Context: an optimization exercise on an open-source flow, tuned for small area. The choices shown serve that exercise and are no tape-out recipe.
In this exercise RTL edits were held to simulation tests only and were not proved equivalent to the original.
The clock port is modelled as an ideal driver; clocking choices that lean on that would not hold on a real chip.
Power and IR drop assume default switching activity.

Setup of nickel:
// mem_responder
module mem_responder #(
    parameter int unsigned DEPTH_WORDS = 64,
    parameter logic [31:0] IO_BASE     = 32'hFFFF_FF00
) (
    input  logic        Clock,
    input  logic        Reset,
    input  logic [31:0] Address,
    input  logic        Wr,
    input  logic [31:0] DataIn,
    output logic [31:0] DataOut,
    output logic [31:0] PortOut,
    output logic        Irq,
    output logic        ErrFlag
);
For scale: about 3800 cells after synthesis, roughly 2200 flip-flops, about 130 I/O pins, ~83000 um2 of cells after synthesis.
export LEC_CHECK = 0
export CAP_MARGIN = 20
export CORE_MARGIN = 2
export CORE_UTILIZATION = 58
export SLEW_MARGIN = 20
create_clock -name core_clock -period 4.0 [get_ports {Clock}]
standard.sh (not shown) runs the stock make flow with config.mk's settings and CLKGATE_MAP_FILE= SYNTH_SCRIPT=/design/flow/synth_recipe.tcl, a recipe that flattens the netlist after the stock synthesis.
==> flow/flow/run.sh <==
#!/bin/bash
# Standard synthesis and layout (the standard.sh) with these changes to the ORFS steps:
#  - the floorplan step only removes synthesis buffers instead of upsizing gates against
#    the unplaced netlist's timing (REMOVE_ABC_BUFFERS=1);
#  - ports buffered with buf_2 instead of the resizer's default pick (a slow delay buffer);
#  - clock tree synthesis without dummy loads and with larger sink clusters;
#  - the placement, resizing, CTS and global-route repairs may not use the largest buffers
#    or delay cells (flow/small_buffers.tcl, sourced before each of those steps).
# Each ORFS step keeps its own log under orfs/logs/; make's output goes to standard_flow.log.
set -euo pipefail
HOOK="$PWD/flow/small_buffers.tcl"
CTS="-sink_clustering_enable -repair_clock_nets -dont_use_dummy_load -buf_list {sky130_fd_sc_hd__clkbuf_16} -sink_clustering_size 27 -sink_clustering_max_diameter 110"
bash standard.sh "CTS_ARGS=$CTS" "BUFFER_PORTS_ARGS=-buffer_cell sky130_fd_sc_hd__buf_2" REMOVE_ABC_BUFFERS=1 \
  PRE_GLOBAL_PLACE_TCL=$HOOK PRE_RESIZE_TCL=$HOOK PRE_CTS_TCL=$HOOK PRE_GLOBAL_ROUTE_TCL=$HOOK \
  PRE_REPAIR_TIMING_POST_PLACE_TCL=$HOOK PRE_DETAIL_ROUTE_TCL=$HOOK PRE_FLOORPLAN_TCL=$HOOK \
  finish > standard_flow.log 2>&1
==> flow/flow/small_buffers.tcl <==
# Keep the resizer's buffering and upsizing to the smaller buffer and gate sizes.
set_dont_use {sky130_fd_sc_hd__buf_12 sky130_fd_sc_hd__buf_16 sky130_fd_sc_hd__bufbuf_16 sky130_fd_sc_hd__bufbuf_8 sky130_fd_sc_hd__bufinv_16 sky130_fd_sc_hd__bufinv_8 sky130_fd_sc_hd__inv_12 sky130_fd_sc_hd__inv_16 sky130_fd_sc_hd__clkinv_16 sky130_fd_sc_hd__clkdlybuf4s50_1 sky130_fd_sc_hd__clkdlybuf4s25_1 sky130_fd_sc_hd__clkdlybuf4s18_1 sky130_fd_sc_hd__clkdlybuf4s15_1 sky130_fd_sc_hd__clkdlybuf4s50_2 sky130_fd_sc_hd__clkdlybuf4s25_2 sky130_fd_sc_hd__clkdlybuf4s18_2 sky130_fd_sc_hd__clkdlybuf4s15_2}
nickel ran to completion and came out clean on the timing, DRC and antenna checks.
Input-level comparison between ember and nickel:
--- a/flow/config.mk
+++ b/flow/config.mk
@@ -8,4 +8,4 @@
 export CAP_MARGIN = 20
 export CORE_MARGIN = 2
-export CORE_UTILIZATION = 58
+export CORE_UTILIZATION = 66
 export SLEW_MARGIN = 20
==> comparison <==
Taking nickel as the reference, in ember maximum fanout encountered on the critical timing path moved up, cell count after placement moved down.
ember ends up with a sequential share of cell area that is 0.51 points higher than in nickel.
[compare] base=nickel new=ember: overall power after layout neither gained nor lost much, wire length after detailed routing lost 5.3%, post-route non-filler standard cell count lost 4.6%.
Edits applied to the flow inputs when going from ember to willow:
--- a/flow/config.mk
+++ b/flow/config.mk
@@ -8,4 +8,4 @@
 export CAP_MARGIN = 20
 export CORE_MARGIN = 2
-export CORE_UTILIZATION = 66
+export CORE_UTILIZATION = 75
 export SLEW_MARGIN = 20
willow ends up with higher initial antenna violation count than ember does. The combined buffer and inverter count along the critical path reported for willow is smaller than that of ember by 1. Post-layout minimum cycle time in willow vs ember: down 180 ps.
Modified inputs, sierra compared to willow
--- a/flow/flow/run.sh
+++ b/flow/flow/run.sh
@@ -10,5 +10,5 @@
 set -euo pipefail
 HOOK="$PWD/flow/small_buffers.tcl"
-CTS="-sink_clustering_enable -repair_clock_nets -dont_use_dummy_load -buf_list {sky130_fd_sc_hd__clkbuf_16} -sink_clustering_size 27 -sink_clustering_max_diameter 110"
+CTS="-sink_clustering_enable -repair_clock_nets -dont_use_dummy_load -buf_list {sky130_fd_sc_hd__clkbuf_16} -sink_clustering_size 25 -sink_clustering_max_diameter 110"
 bash standard.sh "CTS_ARGS=$CTS" "BUFFER_PORTS_ARGS=-buffer_cell sky130_fd_sc_hd__buf_2" REMOVE_ABC_BUFFERS=1 \
   PRE_GLOBAL_PLACE_TCL=$HOOK PRE_RESIZE_TCL=$HOOK PRE_CTS_TCL=$HOOK PRE_GLOBAL_ROUTE_TCL=$HOOK \
--- a/flow/config.mk
+++ b/flow/config.mk
@@ -8,4 +8,4 @@
 export CAP_MARGIN = 20
 export CORE_MARGIN = 2
-export CORE_UTILIZATION = 75
+export CORE_UTILIZATION = 50
 export SLEW_MARGIN = 20
- sierra | status: complete | timing, DRC, antenna: pass
- When the final numbers for sierra and willow were put side by side, the wire length turned out to be greater in willow.
- sierra against willow: number of clock buffers in the layout up 7.8%; total placed instance area up about 1.1%; full die area up 56000 um2; part of the power in the clock network up 0.9 points.
- NOTE: per-cell routed wire length in sierra falls short of that of willow
- Between sierra and willow, final-layout worst hold slack is lower for willow, sierra comes in above that.
- Latest clock arrival within the worst-skew pair: sierra > willow
- willow was smaller in final cell area than sierra.
- Higher clock network area share was reported by sierra, not willow.
- Fraction of area in registers, sierra and willow: smaller value in sierra

static timing again, ports no longer ideal:
Ports are ideal in the flow. The routed layouts listed here were re-timed in OpenROAD.
Step 1: set_driving_cell puts a clkbuf_16 on Clock and a buf_2 on each other input, an assumption about the parent block.
Step 2 moves the port delays by t, midway between the first and last clock arrival at a register: inputs arrive t later, outputs are due t later. That takes back most of the time a late clock gives input paths.
Slacks: ideal / step 1 / step 2; pairs: ideal / step 1.
run	shift t [ns]	setup slack, ns	worst hold slack (ns)
nickel	0.812	0.889 / 0.933 / 0.121	0.490 / 0.447 / 0.490
ember	0.784	0.648 / 0.704 / -0.080	0.526 / 0.515 / 0.526
willow	0.794	0.831 / 0.885 / 0.091	0.457 / 0.457 / 0.457
sierra	0.822	0.987 / 1.017 / 0.195	0.499 / 0.480 / 0.499
With both steps, setup timing fails in ember, where it was met with ideal ports. The setup slack of sierra, which loses most, moves by +0.030 ns with the drivers and by -0.792 ns with both steps.
